Context: an optimization exercise on an open-source flow, tuned for small area, a short achievable clock period and few clock cycles per item. The choices shown serve that exercise and are no tape-out recipe. The RTL was checked by simulation tests, not by an equivalence proof against the original design. Power is estimated from default activity; no workload was simulated.

<file path="flow/run.sh">
#!/bin/bash
# synth_recipe.tcl (not shown) runs the flow's synth.tcl, then flattens the netlist and writes it again
# the make line also repeats each setting of config.mk as NAME=value (left out here)
make -C /OpenROAD-flow-scripts/flow DESIGN_CONFIG=/design/flow/config.mk WORK_HOME=/design/flow/orfs CLKGATE_MAP_FILE= SYNTH_SCRIPT=/design/flow/synth_recipe.tcl finish
</file>
<file path="flow/config.mk">
export PLATFORM = sky130hd
export DESIGN_NAME = multitouch_slot_event_decoder_unit
export DESIGN_NICKNAME = multitouch_slot_event_decoder_unit
export VERILOG_FILES = /design/flow/design.v
export SDC_FILE = /design/flow/constraint.sdc
export NUM_CORES = 4
export LEC_CHECK = 0
export CAP_MARGIN = 20
export CORE_MARGIN = 2
export CORE_UTILIZATION = 40
export SLEW_MARGIN = 20
</file>
<file path="flow/constraint.sdc">
create_clock -name core_clock -period 9.0 [get_ports {i_clk}]
set_input_delay 1.8000 -clock core_clock [delete_from_list [all_inputs] [get_ports {i_clk}]]
set_output_delay 1.8000 -clock core_clock [all_outputs]
set_load 0.01 [all_outputs]
</file>
<file path="flow/design.v">
`timescale 1ns / 1ps
package mtsed_pkg;
    localparam int MAX_POINTS = 2;
    localparam int SLOT_W     = 1;
    localparam int RAW_SHIFT  = 12;               
    localparam int PROD_W     = 44;
    localparam int MS_W       = 42;
    localparam int FRAC_W     = 11;
    localparam int RECIP_W    = 21;
    localparam int RECIP_SH   = 30;
    localparam int CFG_IDX_W  = 4;
    localparam int CFG_DATA_W = 12;
    localparam logic signed [31:0] MAX_POINTS_VAL = 32'(MAX_POINTS);
    localparam logic signed [31:0] TRACK_RELEASE  = -32'sd1;
    localparam logic signed [31:0] PRESSURE_MAX   = 32'sd255;
    localparam logic [9:0]         MS_PER_S       = 10'd1000;
    localparam logic [RECIP_W-1:0] US_RECIP       = 21'd1073742;
    localparam logic [PROD_W-1:0]  ROUND_BIAS     = PROD_W'((1 << RAW_SHIFT) - 1);
    localparam logic [4:0] TYPE_SYN = 5'd0;
    localparam logic [4:0] TYPE_ABS = 5'd3;
    localparam logic [9:0] CODE_SYN_REPORT  = 10'd0;
    localparam logic [9:0] CODE_X           = 10'd0;
    localparam logic [9:0] CODE_Y           = 10'd1;
    localparam logic [9:0] CODE_PRESSURE    = 10'd24;
    localparam logic [9:0] CODE_SLOT        = 10'd47;
    localparam logic [9:0] CODE_MT_X        = 10'd53;
    localparam logic [9:0] CODE_MT_Y        = 10'd54;
    localparam logic [9:0] CODE_TRACK       = 10'd57;
    localparam logic [9:0] CODE_MT_PRESSURE = 10'd58;
    localparam logic [1:0] KIND_NONE    = 2'd0;
    localparam logic [1:0] KIND_PRESS   = 2'd1;
    localparam logic [1:0] KIND_MOVE    = 2'd2;
    localparam logic [1:0] KIND_RELEASE = 2'd3;
    localparam logic [CFG_IDX_W-1:0] CFG_PANEL_WIDTH  = 4'd0;
    localparam logic [CFG_IDX_W-1:0] CFG_PANEL_HEIGHT = 4'd1;
    localparam logic [CFG_DATA_W-1:0] PANEL_WIDTH_RST  = 12'd480;
    localparam logic [CFG_DATA_W-1:0] PANEL_HEIGHT_RST = 12'd800;
    typedef enum logic [2:0] {
        OP_NONE,
        OP_SLOT,
        OP_TRACK,
        OP_X,
        OP_Y,
        OP_PRESSURE,
        OP_SYNC
    } t_op;
    typedef struct packed {
        logic [4:0]         event_type;
        logic [9:0]         event_code;
        logic signed [31:0] event_value;
        logic [31:0]        time_seconds;
        logic [19:0]        time_microseconds;
    } t_event;
    typedef struct packed {
        t_op                      op;
        logic signed [31:0]       value;
        logic signed [PROD_W-1:0] prod;
        logic [MS_W-1:0]          ms_base;
        logic [FRAC_W-1:0]        ms_frac;
    } t_prod;
    typedef struct packed {
        logic              processed;
        logic [SLOT_W-1:0] slot_index;
        logic              slot_valid;
        logic [15:0]       slot_x;
        logic [15:0]       slot_y;
        logic [7:0]        slot_pressure;
        logic [1:0]        slot_kind;
        logic [1:0]        touch_count;
        logic [MS_W-1:0]   report_time_ms;
    } t_result;
endpackage
`timescale 1ns / 1ps
module mtsed_prod (
    input  logic                     i_clk,
    input  logic                     i_rst_n,
    input  logic                     i_valid,
    input  mtsed_pkg::t_event        i_event,
    input  logic [mtsed_pkg::CFG_DATA_W-1:0] i_width,
    input  logic [mtsed_pkg::CFG_DATA_W-1:0] i_height,
    input  logic                     i_down_en,
    output logic                     o_en,
    output logic                     o_valid,
    output mtsed_pkg::t_prod         o_prod
);
    logic                                    r_valid;
    mtsed_pkg::t_prod                        r_prod;
    mtsed_pkg::t_prod                        n_prod;
    logic [mtsed_pkg::CFG_DATA_W-1:0]        numer;
    logic signed [mtsed_pkg::PROD_W-1:0]     value_ext;
    logic signed [mtsed_pkg::PROD_W-1:0]     numer_ext;
    logic [mtsed_pkg::FRAC_W+mtsed_pkg::RECIP_SH-1:0] frac_prod;
    assign o_en = !r_valid || i_down_en;
    always_comb begin
        n_prod.op = mtsed_pkg::OP_NONE;
        if (i_event.event_type == mtsed_pkg::TYPE_ABS) begin
            unique case (i_event.event_code)
                mtsed_pkg::CODE_SLOT:  n_prod.op = mtsed_pkg::OP_SLOT;
                mtsed_pkg::CODE_TRACK: n_prod.op = mtsed_pkg::OP_TRACK;
                mtsed_pkg::CODE_X, mtsed_pkg::CODE_MT_X: n_prod.op = mtsed_pkg::OP_X;
                mtsed_pkg::CODE_Y, mtsed_pkg::CODE_MT_Y: n_prod.op = mtsed_pkg::OP_Y;
                mtsed_pkg::CODE_PRESSURE, mtsed_pkg::CODE_MT_PRESSURE: begin
                    n_prod.op = mtsed_pkg::OP_PRESSURE;
                end
                default: n_prod.op = mtsed_pkg::OP_NONE;
            endcase
        end else if (i_event.event_type == mtsed_pkg::TYPE_SYN &&
                     i_event.event_code == mtsed_pkg::CODE_SYN_REPORT) begin
            n_prod.op = mtsed_pkg::OP_SYNC;
        end
        numer     = (n_prod.op == mtsed_pkg::OP_Y) ? i_height : i_width;
        value_ext = mtsed_pkg::PROD_W'(i_event.event_value);
        numer_ext = $signed(mtsed_pkg::PROD_W'(numer));
        n_prod.value   = i_event.event_value;
        n_prod.prod    = value_ext * numer_ext;
        n_prod.ms_base = mtsed_pkg::MS_W'(i_event.time_seconds) *
                         mtsed_pkg::MS_W'(mtsed_pkg::MS_PER_S);
        frac_prod      = (mtsed_pkg::FRAC_W + mtsed_pkg::RECIP_SH)'(i_event.time_microseconds) *
                         (mtsed_pkg::FRAC_W + mtsed_pkg::RECIP_SH)'(mtsed_pkg::US_RECIP);
        n_prod.ms_frac = frac_prod[mtsed_pkg::FRAC_W+mtsed_pkg::RECIP_SH-1:mtsed_pkg::RECIP_SH];
    end
    always_ff @(posedge i_clk) begin
        if (!i_rst_n) begin
            r_valid <= 1'b0;
        end else if (o_en) begin
            r_valid <= i_valid;
        end
        if (o_en && i_valid) begin
            r_prod <= n_prod;
        end
    end
    assign o_valid = r_valid;
    assign o_prod  = r_prod;
endmodule
`timescale 1ns / 1ps
module mtsed_track (
    input  logic               i_clk,
    input  logic               i_rst_n,
    input  logic               i_valid,
    input  mtsed_pkg::t_prod   i_prod,
    input  logic               i_ready,
    output logic               o_en,
    output logic               o_valid,
    output mtsed_pkg::t_result o_result
);
    logic [mtsed_pkg::SLOT_W-1:0] r_cur;
    logic [mtsed_pkg::MAX_POINTS-1:0] r_pvalid;
    logic [mtsed_pkg::MAX_POINTS-1:0][15:0] r_px;
    logic [mtsed_pkg::MAX_POINTS-1:0][15:0] r_py;
    logic [mtsed_pkg::MAX_POINTS-1:0][7:0] r_ppress;
    logic [mtsed_pkg::MAX_POINTS-1:0][1:0] r_pkind;
    logic [1:0]                   r_count;
    logic [mtsed_pkg::MS_W-1:0]   r_report_ms;
    logic                         r_valid;
    mtsed_pkg::t_result           r_result;
    logic [mtsed_pkg::SLOT_W-1:0] n_cur;
    logic [mtsed_pkg::MAX_POINTS-1:0] n_pvalid;
    logic [mtsed_pkg::MAX_POINTS-1:0][15:0] n_px;
    logic [mtsed_pkg::MAX_POINTS-1:0][15:0] n_py;
    logic [mtsed_pkg::MAX_POINTS-1:0][7:0] n_ppress;
    logic [mtsed_pkg::MAX_POINTS-1:0][1:0] n_pkind;
    logic [1:0]                   n_count;
    logic [mtsed_pkg::MS_W-1:0]   n_report_ms;
    mtsed_pkg::t_result           n_result;
    logic [mtsed_pkg::PROD_W-1:0] rounded;
    logic [15:0]                  pos;
    logic [1:0]                   count;
    logic [mtsed_pkg::SLOT_W-1:0] s;
    logic                         update;
    assign o_en   = !r_valid || i_ready;
    assign update = o_en && i_valid;
    always_comb begin
        rounded = i_prod.prod + (i_prod.prod[mtsed_pkg::PROD_W-1] ? mtsed_pkg::ROUND_BIAS
                                                                   : '0);
        pos     = rounded[mtsed_pkg::RAW_SHIFT+15:mtsed_pkg::RAW_SHIFT];
        count   = '0;
        for (int i = 0; i < mtsed_pkg::MAX_POINTS; i++) begin
            count = count + 2'(r_pvalid[i]);
        end
        s           = r_cur;
        n_cur       = r_cur;
        n_pvalid    = r_pvalid;
        n_px        = r_px;
        n_py        = r_py;
        n_ppress    = r_ppress;
        n_pkind     = r_pkind;
        n_count     = r_count;
        n_report_ms = r_report_ms;
        n_result.processed = 1'b0;
        unique case (i_prod.op)
            mtsed_pkg::OP_SLOT: begin
                if (i_prod.value >= 0 && i_prod.value < mtsed_pkg::MAX_POINTS_VAL) begin
                    n_cur = i_prod.value[mtsed_pkg::SLOT_W-1:0];
                end else begin
                    n_cur = '0;
                end
            end
            mtsed_pkg::OP_TRACK: begin
                if (i_prod.value == mtsed_pkg::TRACK_RELEASE) begin
                    n_pvalid[s] = 1'b0;
                    n_pkind[s]  = mtsed_pkg::KIND_RELEASE;
                end else begin
                    n_pvalid[s] = 1'b1;
                    n_pkind[s]  = mtsed_pkg::KIND_PRESS;
                end
                n_result.processed = 1'b1;
            end
            mtsed_pkg::OP_X: begin
                n_px[s] = pos;
                if (r_pvalid[s]) begin
                    n_pkind[s]         = mtsed_pkg::KIND_MOVE;
                    n_result.processed = 1'b1;
                end
            end
            mtsed_pkg::OP_Y: begin
                n_py[s] = pos;
                if (r_pvalid[s]) begin
                    n_pkind[s]         = mtsed_pkg::KIND_MOVE;
                    n_result.processed = 1'b1;
                end
            end
            mtsed_pkg::OP_PRESSURE: begin
                if (i_prod.value > mtsed_pkg::PRESSURE_MAX) begin
                    n_ppress[s] = 8'hFF;
                end else begin
                    n_ppress[s] = i_prod.value[7:0];
                end
            end
            mtsed_pkg::OP_SYNC: begin
                n_count            = count;
                n_report_ms        = i_prod.ms_base + mtsed_pkg::MS_W'(i_prod.ms_frac);
                n_result.processed = 1'b1;
            end
            default: begin
            end
        endcase
        n_result.slot_index     = n_cur;
        n_result.slot_valid     = n_pvalid[n_cur];
        n_result.slot_x         = n_px[n_cur];
        n_result.slot_y         = n_py[n_cur];
        n_result.slot_pressure  = n_ppress[n_cur];
        n_result.slot_kind      = n_pkind[n_cur];
        n_result.touch_count    = n_count;
        n_result.report_time_ms = n_report_ms;
    end
    always_ff @(posedge i_clk) begin
        if (!i_rst_n) begin
            r_valid     <= 1'b0;
            r_cur       <= '0;
            r_count     <= '0;
            r_report_ms <= '0;
            for (int i = 0; i < mtsed_pkg::MAX_POINTS; i++) begin
                r_pvalid[i] <= 1'b0;
                r_px[i]     <= '0;
                r_py[i]     <= '0;
                r_ppress[i] <= '0;
                r_pkind[i]  <= mtsed_pkg::KIND_NONE;
            end
        end else begin
            if (o_en) begin
                r_valid <= i_valid;
            end
            if (update) begin
                r_cur       <= n_cur;
                r_pvalid    <= n_pvalid;
                r_px        <= n_px;
                r_py        <= n_py;
                r_ppress    <= n_ppress;
                r_pkind     <= n_pkind;
                r_count     <= n_count;
                r_report_ms <= n_report_ms;
            end
        end
        if (update) begin
            r_result <= n_result;
        end
    end
    assign o_valid  = r_valid;
    assign o_result = r_result;
endmodule
`timescale 1ns / 1ps
module multitouch_slot_event_decoder_unit (
    input  logic               i_clk,
    input  logic               i_rst_n,
    input  logic               i_event_valid,
    output logic               o_event_ready,
    input  logic [4:0]         i_event_type,
    input  logic [9:0]         i_event_code,
    input  logic signed [31:0] i_event_value,
    input  logic [31:0]        i_time_seconds,
    input  logic [19:0]        i_time_microseconds,
    output logic               o_result_valid,
    input  logic               i_result_ready,
    output logic               o_result_processed,
    output logic               o_result_slot_index,
    output logic               o_result_slot_valid,
    output logic [15:0]        o_result_slot_x,
    output logic [15:0]        o_result_slot_y,
    output logic [7:0]         o_result_slot_pressure,
    output logic [1:0]         o_result_slot_kind,
    output logic [1:0]         o_result_touch_count,
    output logic [41:0]        o_result_report_time_ms,
    input  logic               i_cfg_valid,
    output logic               o_cfg_ready,
    input  logic [3:0]         i_cfg_index,
    input  logic [11:0]        i_cfg_data
);
    logic [mtsed_pkg::CFG_DATA_W-1:0] r_width;
    logic [mtsed_pkg::CFG_DATA_W-1:0] r_height;
    logic                             r_in_valid;
    mtsed_pkg::t_event                r_in;
    mtsed_pkg::t_event                n_in;
    logic               in_en;
    logic               prod_en;
    logic               prod_valid;
    mtsed_pkg::t_prod   prod;
    logic               track_en;
    logic               res_valid;
    mtsed_pkg::t_result res;
    assign o_cfg_ready = 1'b1;
    always_ff @(posedge i_clk) begin
        if (!i_rst_n) begin
            r_width  <= mtsed_pkg::PANEL_WIDTH_RST;
            r_height <= mtsed_pkg::PANEL_HEIGHT_RST;
        end else if (i_cfg_valid) begin
            if (i_cfg_index == mtsed_pkg::CFG_PANEL_WIDTH) begin
                r_width <= i_cfg_data;
            end else if (i_cfg_index == mtsed_pkg::CFG_PANEL_HEIGHT) begin
                r_height <= i_cfg_data;
            end
        end
    end
    assign in_en         = !r_in_valid || prod_en;
    assign o_event_ready = in_en;
    always_comb begin
        n_in.event_type        = i_event_type;
        n_in.event_code        = i_event_code;
        n_in.event_value       = i_event_value;
        n_in.time_seconds      = i_time_seconds;
        n_in.time_microseconds = i_time_microseconds;
    end
    always_ff @(posedge i_clk) begin
        if (!i_rst_n) begin
            r_in_valid <= 1'b0;
        end else if (in_en) begin
            r_in_valid <= i_event_valid;
        end
        if (in_en && i_event_valid) begin
            r_in <= n_in;
        end
    end
    mtsed_prod u_prod (
        .i_clk     (i_clk),
        .i_rst_n   (i_rst_n),
        .i_valid   (r_in_valid),
        .i_event   (r_in),
        .i_width   (r_width),
        .i_height  (r_height),
        .i_down_en (track_en),
        .o_en      (prod_en),
        .o_valid   (prod_valid),
        .o_prod    (prod)
    );
    mtsed_track u_track (
        .i_clk    (i_clk),
        .i_rst_n  (i_rst_n),
        .i_valid  (prod_valid),
        .i_prod   (prod),
        .i_ready  (i_result_ready),
        .o_en     (track_en),
        .o_valid  (res_valid),
        .o_result (res)
    );
    assign o_result_valid          = res_valid;
    assign o_result_processed      = res.processed;
    assign o_result_slot_index     = res.slot_index;
    assign o_result_slot_valid     = res.slot_valid;
    assign o_result_slot_x         = res.slot_x;
    assign o_result_slot_y         = res.slot_y;
    assign o_result_slot_pressure  = res.slot_pressure;
    assign o_result_slot_kind      = res.slot_kind;
    assign o_result_touch_count    = res.touch_count;
    assign o_result_report_time_ms = res.report_time_ms;
endmodule
</file>
==> results.txt <==
setup tns final 0 ns; crit path launch type flip-flop; die height 324 um; DR vias between 20000 and 30000; hold buffer count at CTS 0; Worst-Margin Slew 1.10 ns; Async SR Flop Fraction 0%; Crit Reg-Reg Startpoint r_in[91]; # clock sinks 460; Yosys top cell area share 26.3%; Die X approximately 320 um; CP required between 9 and 10 ns; Worst R2R End u_prod.r_prod[96]; max incr delay on CP roughly 0.63 ns; Fin. Hold Viols 0; CTS H-tree lvls 2; HPWL after DPL a little under 80 mm; via count of the first global-routing pass a little under 30000; CP Max Fanout 22; CP bufs+invs 6; VDD IR max ~190 uV; slew margin rel. around a quarter; nets 5117; total CTS buffers 50; grt total ovfl 0; Syn Area/Cell ~10 um2; Hold Path End u_track.r_report_ms[4]; Starting Density between 40 and 50%; Synthesized Nets roughly 5000; Power Density 293 nW/um2; synthesized flop and latch total between 400 and 500; TritonCTS clock tree done; Setup Buffers After CTS 0; first-pass GRT wire length between 150 and 200 mm; synthesized area 41000 um2; Worst Hold Depth 2; f_max roughly 0.12 GHz; Tot GR Track Use 19.7%; Final Cycle Share between 90% and 100%; number of cell rows approximately 120; Final Critical Period 8.24 ns; Synth Instances ~4000; latest clock arrival within the worst-skew pair between 0.6 and 0.7 ns; min-delay src u_track.r_report_ms[4]; CP max-delay cell a2111oi_2; family with the most delay on the worst path adder cells; CTS Buffer Depth 3; Synth area leader fa_1; First-pass DRT Iterations 6; crit path kind reg2reg; RSZ-0062 raised after global routing false; largest net degree at the start of global routing 80; Clock Skew slightly below 0.03 ns; core area slightly above 100000 um2; Slew Limit Fails 0; Routed Antenna Nets 0; Final Setup Violations 0; GPL Wtd Cong 0.849; Worst setup EP type flip-flop; Main synth FF type edfxtp_1; warnings from Yosys 3; Fill cells 9466; clock transition at the registers of the reported paths roughly 0.070 ns; initial antenna violation count 2; Routed WL per cell approximately 18 um; Worst Reg2Reg Path Length in Cells 26; Max Cap Violations 0; Post-route DRC 0; Ports 212; leak pwr a little over 20 nW; outcome timing/DRC/antenna clean; top cells by area, synth fa_1 26%, edfxtp_1 22%, ha_1 11%, dfxtp_1 7.7%, inv_1 5.8%; Via density between 5 and 6; EDFF count, synth slightly above 300; Die ar. about 100000 um2; FF-to-FF setup slack around 0.76 ns; worst hold path class reg2reg; DRT iter0 DRCs 1725; Routed WL around 100 mm; post-synthesis sequential area ratio ~30%; P&R area growth vs syn 13.1%; unique cell type count in the Yosys netlist 90; input/output buffers 210; Worst EP arrival ~8.6 ns; layout cells sized above 1 under 10%; fin util a little under half; CTS resizes 0; Root Buffer clkbuf_16
## placed cells by master, fill, tap and decap left out, drive strengths merged, types with 29 or more instances in the layout
cell,instances
inv,632
fa,539
ha,370
nand2,363
edfxtp,302
clkdlybuf4s50,209
nor2,205
o21ai,200
nor2b,161
a21oi,161
dfxtp,158
xnor2,93
clkbuf,71
a211oi,62
a21o,55
nor3,53
and2,40
buf,40
nand3,36
nand4,35
nand2b,29
## state kept, by name (all words and copies together), names as in the netlist, 2 cells and up
signal / flops
u_track.r_report_ms: 42
u_track.r_count: 2
u_track.r_result: 89
r_height: 12
r_width: 12
u_track.r_pvalid: 2
u_track.r_px: 32
u_track.r_ppress: 16
u_track.r_py: 32
r_in: 99
u_prod.r_prod: 114
u_track.r_pkind: 4
## metal layers
layer  routed length [um]  GRT usage (%)
met2                48100           33.2
met4                 2920           5.78
met5                    0              0
met1                45100           26.8
met3                 3710           1.85
## worst max-delay path by stage
stage          slack (ns)                end  cells past startpoint            from
2_1_floorplan        1.12   u_prod.r_prod[0]                      2  i_result_ready
3_3_place_gp         0.84  u_prod.r_prod[96]                     26        r_in[91]
3_5_place_dp         0.69  u_prod.r_prod[96]                     26        r_in[91]
4_1_cts              0.72  u_prod.r_prod[96]                     26        r_in[91]
5_1_grt              0.30  u_prod.r_prod[96]                     27        r_in[91]
6_report             0.76  u_prod.r_prod[96]                     26        r_in[91]
## synth_stat cells (all sizes together) (18+ instances only)
cell / count
nand4: 35
mux2i: 19
clkbuf: 122
fa: 539
nor2b: 161
a211oi: 62
nand3: 36
and3: 24
o21ai: 200
a31oi: 18
dfxtp: 158
a21o: 55
nor2: 205
and2: 40
xor2: 24
ha: 370
buf: 45
inv: 630
xnor2: 93
nor3: 53
nand2: 363
nand2b: 29
edfxtp: 302
a21oi: 161
## worst reg2reg max path: stages (launching register included)
cell and delay [ns]:
edfxtp_1 0.35, nor4_1 0.58, and4b_1 0.35, a31o_2 0.13, a21oi_2 0.04, nand3_1 0.49
buf_4 0.26, mux2_2 0.55, nand2_1 0.15, fa_1 0.50, inv_1 0.05, fa_1 0.50
inv_1 0.05, fa_1 0.47, inv_1 0.06, fa_1 0.53, inv_1 0.05, fa_1 0.53
inv_1 0.04, ha_1 0.38, and4_1 0.24, a31oi_1 0.26, o221ai_1 0.29, a2111oi_2 0.63
nor3_1 0.21, a31oi_1 0.23, xnor2_1 0.08
## metrics by stage
step	area, um2	hold WS [ns]	cells	power [mW]	worst slack (ns)
4_1_cts	46300	0.456	5498	13.7	0.716
2_1_floorplan	41000	0.433	3954	9.32	1.12
6_report	46300	0.452	5499	13.6	0.759
3_5_place_dp	44500	0.445	5404	11.4	0.691
5_1_grt	46300	0.472	5498	15.0	0.300
3_3_place_gp	44500	0.440	5404	11.2	0.837
## kinds of logic after synthesis
group / after synthesis / share of synthesized area [%]
xor gates and xnor gates: 117 / 2.54
adders and majority gates: 909 / 37.6
muxes: 32 / 0.822
buffers and inverters: 798 / 7.44
AOI/OAI and AO/OA: 636 / 9.90
other: 1 / 0.00915
DFF: 460 / 29.9
and+or+nand+nor: 1001 / 11.8
## power breakdown
group / internal [mW] / leakage [nW] / switching [mW]
clock network: 1.36 / 0.889 / 0.887
registers: 2.78 / 4.16 / 0.323
logic: 3.55 / 15.1 / 4.68
## final cells by class
| type | instances | area, um2 | area share [%] |
|---|---|---|---|
| Multi-Input combinational cell | 2696 | 25800 | 55.7 |
| Sequential cell | 460 | 12200 | 26.4 |
| Timing Repair Buffer | 249 | 2390 | 5.16 |
| Inverter | 631 | 2370 | 5.12 |
| Tap cell | 1368 | 1710 | 3.70 |
| Clock buffer | 71 | 1520 | 3.29 |
| Clock inverter | 23 | 300 | 0.648 |
| Antenna cell | 1 | 2.50 | 0.00540 |
Testbench counts, summed over its fixed seeds: cycles 12,044, items 12,012.

[static timing again, ports no longer ideal]
In the flow no input, the clock included, has a driving cell. The finished layout below was timed again as built, in two steps. Step 1 (the two cells are an assumption about what drives the block):
set clk [get_ports {i_clk}]
set_driving_cell -lib_cell sky130_fd_sc_hd__clkbuf_16 $clk
set_driving_cell -lib_cell sky130_fd_sc_hd__buf_2 [delete_from_list [all_inputs] $clk]
Step 2 moves the port delays by t, midway between the first and last clock arrival at a register: inputs arrive t later, outputs are due t later. That takes back most of the time a late clock gives input paths. Slacks: ideal ports / drivers / drivers and shift; pairs: ideal ports / drivers.
t (ns): 0.663
setup slack, ns: 0.759 / 0.759 / 0.759
worst register clock-pin slew, ns: 0.07 / 0.07
After both steps this run still meets setup and hold. The setup slack of this run moves by 0.000 ns with the drivers and by 0.000 ns with both steps.
